This is an optimization exercise on Yosys and OpenROAD, whose aim is small area, a short achievable clock period and few clock cycles per item, not a production implementation.
At most, simulation tests tie the RTL to the original design; equivalence was not proved.
Power figures rest on the tool's default switching activity, not on a simulated workload.

== run a ==
==> module vvdiv, before the edit <==
module vvdiv #(
    parameter int VECTOR_SIZE = 16,
    parameter int INT_SIZE    = 16
) (
    input  logic                                  clock,
    input  logic                                  resetn,
    input  logic                                  in_valid,
    output logic                                  in_ready,
    input  logic [VECTOR_SIZE-1:0][INT_SIZE-1:0]  a,
    input  logic [VECTOR_SIZE-1:0][INT_SIZE-1:0]  x,
    output logic                                  out_valid,
    input  logic                                  out_ready,
    output logic [VECTOR_SIZE-1:0][INT_SIZE-1:0]  q,
    output logic [VECTOR_SIZE-1:0][INT_SIZE-1:0]  r,
    output logic [VECTOR_SIZE-1:0]                dz
);
    localparam int ITERS      = 1;
    localparam int LOAD_ITERS = 2;
    localparam int STEPS      = (INT_SIZE - LOAD_ITERS) / ITERS;
    localparam int CW         = $clog2(STEPS + 1);
    logic          busy;
    logic [CW-1:0] cnt;
    logic [VECTOR_SIZE-1:0][INT_SIZE-1:0] xr, rm, qa;
    logic [VECTOR_SIZE-1:0] zr;
    logic idle;
    assign in_ready = idle;
    always_ff @(posedge clock or negedge resetn) begin
        if (!resetn) begin
            idle      <= 1'b1;
            busy      <= 1'b0;
            cnt       <= '0;
            out_valid <= 1'b0;
        end else if (busy) begin
            cnt <= cnt - 1'b1;
            if (cnt == CW'(1)) begin
                busy      <= 1'b0;
                out_valid <= 1'b1;
            end
        end else if (out_valid) begin
            if (out_ready) begin
                out_valid <= 1'b0;
                idle      <= 1'b1;
            end
        end else if (in_valid) begin
            idle <= 1'b0;
            busy <= 1'b1;
            cnt  <= CW'(STEPS);
        end
    end
    task automatic step(input logic [INT_SIZE-1:0] rv, input logic b,
                        input logic [INT_SIZE-1:0] xv,
                        output logic ge, output logic [INT_SIZE-1:0] rn);
        logic [INT_SIZE-1:0] t, g, p, c;
        t = {rv[INT_SIZE-2:0], b};
        g = t & ~xv;
        p = t | ~xv;
        g[0] = t[0] | ~xv[0];
        for (int l = 0; (1 << l) < INT_SIZE; l++) begin
            for (int j = 0; j < INT_SIZE; j++) begin
                if ((j >> l) & 1) begin
                    g[j] = g[j] | (p[j] & g[((j >> l) << l) - 1]);
                    p[j] = p[j] & p[((j >> l) << l) - 1];
                end
            end
        end
        c  = {g[INT_SIZE-2:0], 1'b1};
        ge = rv[INT_SIZE-1] | g[INT_SIZE-1];
        rn = ge ? (t ^ ~xv ^ c) : t;
    endtask
    for (genvar i = 0; i < VECTOR_SIZE; i++) begin : g_lane
        logic [INT_SIZE-1:0] rem_ld, qa_ld, rem_it, qa_it;
        always_comb begin
            logic [LOAD_ITERS-1:0] top, xs, qs, rs;
            top = a[i][INT_SIZE-1 -: LOAD_ITERS];
            xs  = x[i][LOAD_ITERS-1:0];
            qs  = xs == '0 ? '1 : top / xs;
            rs  = xs == '0 ? top : top % xs;
            if ((x[i] >> LOAD_ITERS) != '0) begin
                qs = '0;
                rs = top;
            end
            rem_ld = INT_SIZE'(rs);
            qa_ld  = {a[i][INT_SIZE-LOAD_ITERS-1:0], qs};
            rem_it = rm[i];
            qa_it  = qa[i];
            for (int k = 0; k < ITERS; k++) begin
                logic ge;
                step(rem_it, qa_it[INT_SIZE-1], xr[i], ge, rem_it);
                qa_it = {qa_it[INT_SIZE-2:0], ge};
            end
        end
        always_ff @(posedge clock) begin
            if (busy) begin
                rm[i] <= rem_it;
                qa[i] <= qa_it;
            end else if (idle) begin
                xr[i] <= x[i];
                zr[i] <= x[i] == '0;
                rm[i] <= rem_ld;
                qa[i] <= qa_ld;
            end
        end
        assign q[i]  = qa[i];
        assign r[i]  = rm[i];
        assign dz[i] = zr[i];
    end
endmodule
Settings: LEC_CHECK=0, ABC_AREA=1, CAP_MARGIN=20, CORE_MARGIN=2, CORE_UTILIZATION=40, SETUP_SLACK_MARGIN=5.0, SLEW_MARGIN=20; clock period 8.0 ns.
standard.sh (not shown) runs the stock make flow with config.mk's settings and CLKGATE_MAP_FILE= SYNTH_SCRIPT=/design/flow/synth_recipe.tcl, a recipe that flattens the netlist after the stock synthesis.
==> flow/flow/run.sh <==
#!/bin/bash
# The standard layout, with plain buffers on the ports instead of the delay
# buffers buffer_ports picks by default. Every port still gets its own buffer.
set -euo pipefail
export ADDER_MAP_FILE=
export BUFFER_PORTS_ARGS="-buffer_cell sky130_fd_sc_hd__buf_1"
bash standard.sh > standard.log 2>&1
Testbench counts of run a, summed over its fixed seeds: cycles 4,096, items 256.
diff inputs: run a => run b
--- a/flow/design.v
+++ b/flow/design.v
@@ -16,5 +16,5 @@
 );
     localparam int ITERS      = 1;
-    localparam int LOAD_ITERS = 2;
+    localparam int LOAD_ITERS = 3;
     localparam int STEPS      = (INT_SIZE - LOAD_ITERS) / ITERS;
     localparam int CW         = $clog2(STEPS + 1);
### Flow results
- Run b ended with more number of antenna cells inserted than run a.
- Run a has lower global routing met1 resource utilization than run b.
- From run a to run b the numbers moved as follows: count of endpoints failing hold in the final timing report level; number of flops mapped to enable cells by yosys level; logic gate share of total power moved down; cell area moved up; area of the die moved up.
- Diff run a -> run b: utilization higher; path depth of the worst reg2reg path roughly the same; cell count after synthesis lower; total detailed-routing wirelength higher.
- Run b vs. run a: sequential share of layout area went down by 0.75 points.
Testbench counts of run b, summed over its fixed seeds: cycles 3,840, items 256.

========
Setup of the baseline:
The RTL this note starts from:
==> flow/design.v <==
module vvdiv #(
    parameter int VECTOR_SIZE = 16,
    parameter int INT_SIZE    = 16
) (
    input  logic                                  clock,
    input  logic                                  resetn,
    input  logic                                  in_valid,
    output logic                                  in_ready,
    input  logic [VECTOR_SIZE-1:0][INT_SIZE-1:0]  a,
    input  logic [VECTOR_SIZE-1:0][INT_SIZE-1:0]  x,
    output logic                                  out_valid,
    input  logic                                  out_ready,
    output logic [VECTOR_SIZE-1:0][INT_SIZE-1:0]  q,
    output logic [VECTOR_SIZE-1:0][INT_SIZE-1:0]  r,
    output logic [VECTOR_SIZE-1:0]                dz
);
    localparam int ITERS      = 1;
    localparam int LOAD_ITERS = 2;
    localparam int STEPS      = (INT_SIZE - LOAD_ITERS) / ITERS;
    localparam int CW         = $clog2(STEPS + 1);
    logic          busy;
    logic [CW-1:0] cnt;
    logic [VECTOR_SIZE-1:0][INT_SIZE-1:0] xr, rm, qa;
    logic [VECTOR_SIZE-1:0] zr;
    logic idle;
    assign in_ready = idle;
    always_ff @(posedge clock or negedge resetn) begin
        if (!resetn) begin
            idle      <= 1'b1;
            busy      <= 1'b0;
            cnt       <= '0;
            out_valid <= 1'b0;
        end else if (busy) begin
            cnt <= cnt - 1'b1;
            if (cnt == CW'(1)) begin
                busy      <= 1'b0;
                out_valid <= 1'b1;
            end
        end else if (out_valid) begin
            if (out_ready) begin
                out_valid <= 1'b0;
                idle      <= 1'b1;
            end
        end else if (in_valid) begin
            idle <= 1'b0;
            busy <= 1'b1;
            cnt  <= CW'(STEPS);
        end
    end
    task automatic step(input logic [INT_SIZE-1:0] rv, input logic b,
                        input logic [INT_SIZE-1:0] xv,
                        output logic ge, output logic [INT_SIZE-1:0] rn);
        logic [INT_SIZE-1:0] t, g, p, c;
        t = {rv[INT_SIZE-2:0], b};
        g = t & ~xv;
        p = t | ~xv;
        g[0] = t[0] | ~xv[0];
        for (int l = 0; (1 << l) < INT_SIZE; l++) begin
            for (int j = 0; j < INT_SIZE; j++) begin
                if ((j >> l) & 1) begin
                    g[j] = g[j] | (p[j] & g[((j >> l) << l) - 1]);
                    p[j] = p[j] & p[((j >> l) << l) - 1];
                end
            end
        end
        c  = {g[INT_SIZE-2:0], 1'b1};
        ge = rv[INT_SIZE-1] | g[INT_SIZE-1];
        rn = ge ? (t ^ ~xv ^ c) : t;
    endtask
    for (genvar i = 0; i < VECTOR_SIZE; i++) begin : g_lane
        logic [INT_SIZE-1:0] rem_ld, qa_ld, rem_it, qa_it;
        always_comb begin
            logic [LOAD_ITERS-1:0] top, xs, qs, rs;
            top = a[i][INT_SIZE-1 -: LOAD_ITERS];
            xs  = x[i][LOAD_ITERS-1:0];
            qs  = xs == '0 ? '1 : top / xs;
            rs  = xs == '0 ? top : top % xs;
            if ((x[i] >> LOAD_ITERS) != '0) begin
                qs = '0;
                rs = top;
            end
            rem_ld = INT_SIZE'(rs);
            qa_ld  = {a[i][INT_SIZE-LOAD_ITERS-1:0], qs};
            rem_it = rm[i];
            qa_it  = qa[i];
            for (int k = 0; k < ITERS; k++) begin
                logic ge;
                step(rem_it, qa_it[INT_SIZE-1], xr[i], ge, rem_it);
                qa_it = {qa_it[INT_SIZE-2:0], ge};
            end
        end
        always_ff @(posedge clock) begin
            if (!out_valid) begin
                rm[i] <= busy ? rem_it : rem_ld;
                qa[i] <= busy ? qa_it : qa_ld;
            end
            if (idle) begin
                xr[i] <= x[i];
                zr[i] <= x[i] == '0;
            end
        end
        assign q[i]  = qa[i];
        assign r[i]  = rm[i];
        assign dz[i] = zr[i];
    end
endmodule
Settings: LEC_CHECK=0, ABC_AREA=1, CAP_MARGIN=20, CORE_MARGIN=2, CORE_UTILIZATION=40, SETUP_SLACK_MARGIN=5.0, SLEW_MARGIN=20; clock period 8.0 ns.
Scripts as last shown in full above: flow/flow/run.sh
What the candidate does differently from the baseline at the input level:
--- a/flow/design.v
+++ b/flow/design.v
@@ -14,9 +14,9 @@
     output logic [VECTOR_SIZE-1:0][INT_SIZE-1:0]  r,
     output logic [VECTOR_SIZE-1:0]                dz
 );
     localparam int ITERS      = 1;
-    localparam int LOAD_ITERS = 2;
+    localparam int LOAD_ITERS = 4;
     localparam int STEPS      = (INT_SIZE - LOAD_ITERS) / ITERS;
     localparam int CW         = $clog2(STEPS + 1);
     logic          busy;
     logic [CW-1:0] cnt;
@@ -89,15 +89,16 @@
                 qa_it = {qa_it[INT_SIZE-2:0], ge};
             end
         end
         always_ff @(posedge clock) begin
-            if (!out_valid) begin
-                rm[i] <= busy ? rem_it : rem_ld;
-                qa[i] <= busy ? qa_it : qa_ld;
-            end
-            if (idle) begin
+            if (busy) begin
+                rm[i] <= rem_it;
+                qa[i] <= qa_it;
+            end else if (idle) begin
                 xr[i] <= x[i];
                 zr[i] <= x[i] == '0;
+                rm[i] <= rem_ld;
+                qa[i] <= qa_ld;
             end
         end
         assign q[i]  = qa[i];
         assign r[i]  = rm[i];
## What came out
- Slowest cell on the critical path: dfstp_4 -> the baseline, a21oi_2 -> the candidate
- The last element of the critical path comes out rm[64]$_DFFE_PP_ in one run and in_ready in the other, namely in the candidate and the baseline respectively.
- The baseline → the candidate: net count of the mapped netlist up 110; critical path depth rose 18; share of the clock period used by the worst path after layout +1.5 points; post-placement worst setup slack shows a reduction of 600 ps; part of the power in registers went up by 1.8 points.
No run of this note included a check of the RTL's function; only the layout flow was run.

separate check: timing with driven ports:
No port has a modelled driver above. Below, the same layouts with a new extraction and two added sets of constraints. Step 1: set_driving_cell puts a clkbuf_16 on clock and a buf_2 on each other input, an assumption about the parent block. Step 2 adds t to the input delays and takes it off the output delays; t is the mean of the earliest and latest rising clock arrival at the registers after step 1. Input paths then give back, and output paths get back, about the clock's delay inside the block. Slacks: no drivers / after step 1 / after step 2; pairs: no drivers / after step 1.
run	t (ns)	setup slack, ns	worst setup path after step 2	worst register clock-pin slew, ns
run a	0.728	4.975 / 4.900 / 4.476	input to register	0.07 / 0.07
run b	0.764	4.955 / 4.876 / 4.409	input to register	0.07 / 0.07
the baseline	0.762	4.894 / 4.814 / 4.395	input to register	0.07 / 0.07
the candidate	0.774	4.773 / 4.767 / 3.993	input to register	0.07 / 0.07
After both steps every run listed still meets setup and hold. The setup slack of the candidate, which loses most, moves by -0.006 ns with the drivers and by -0.780 ns with both steps.
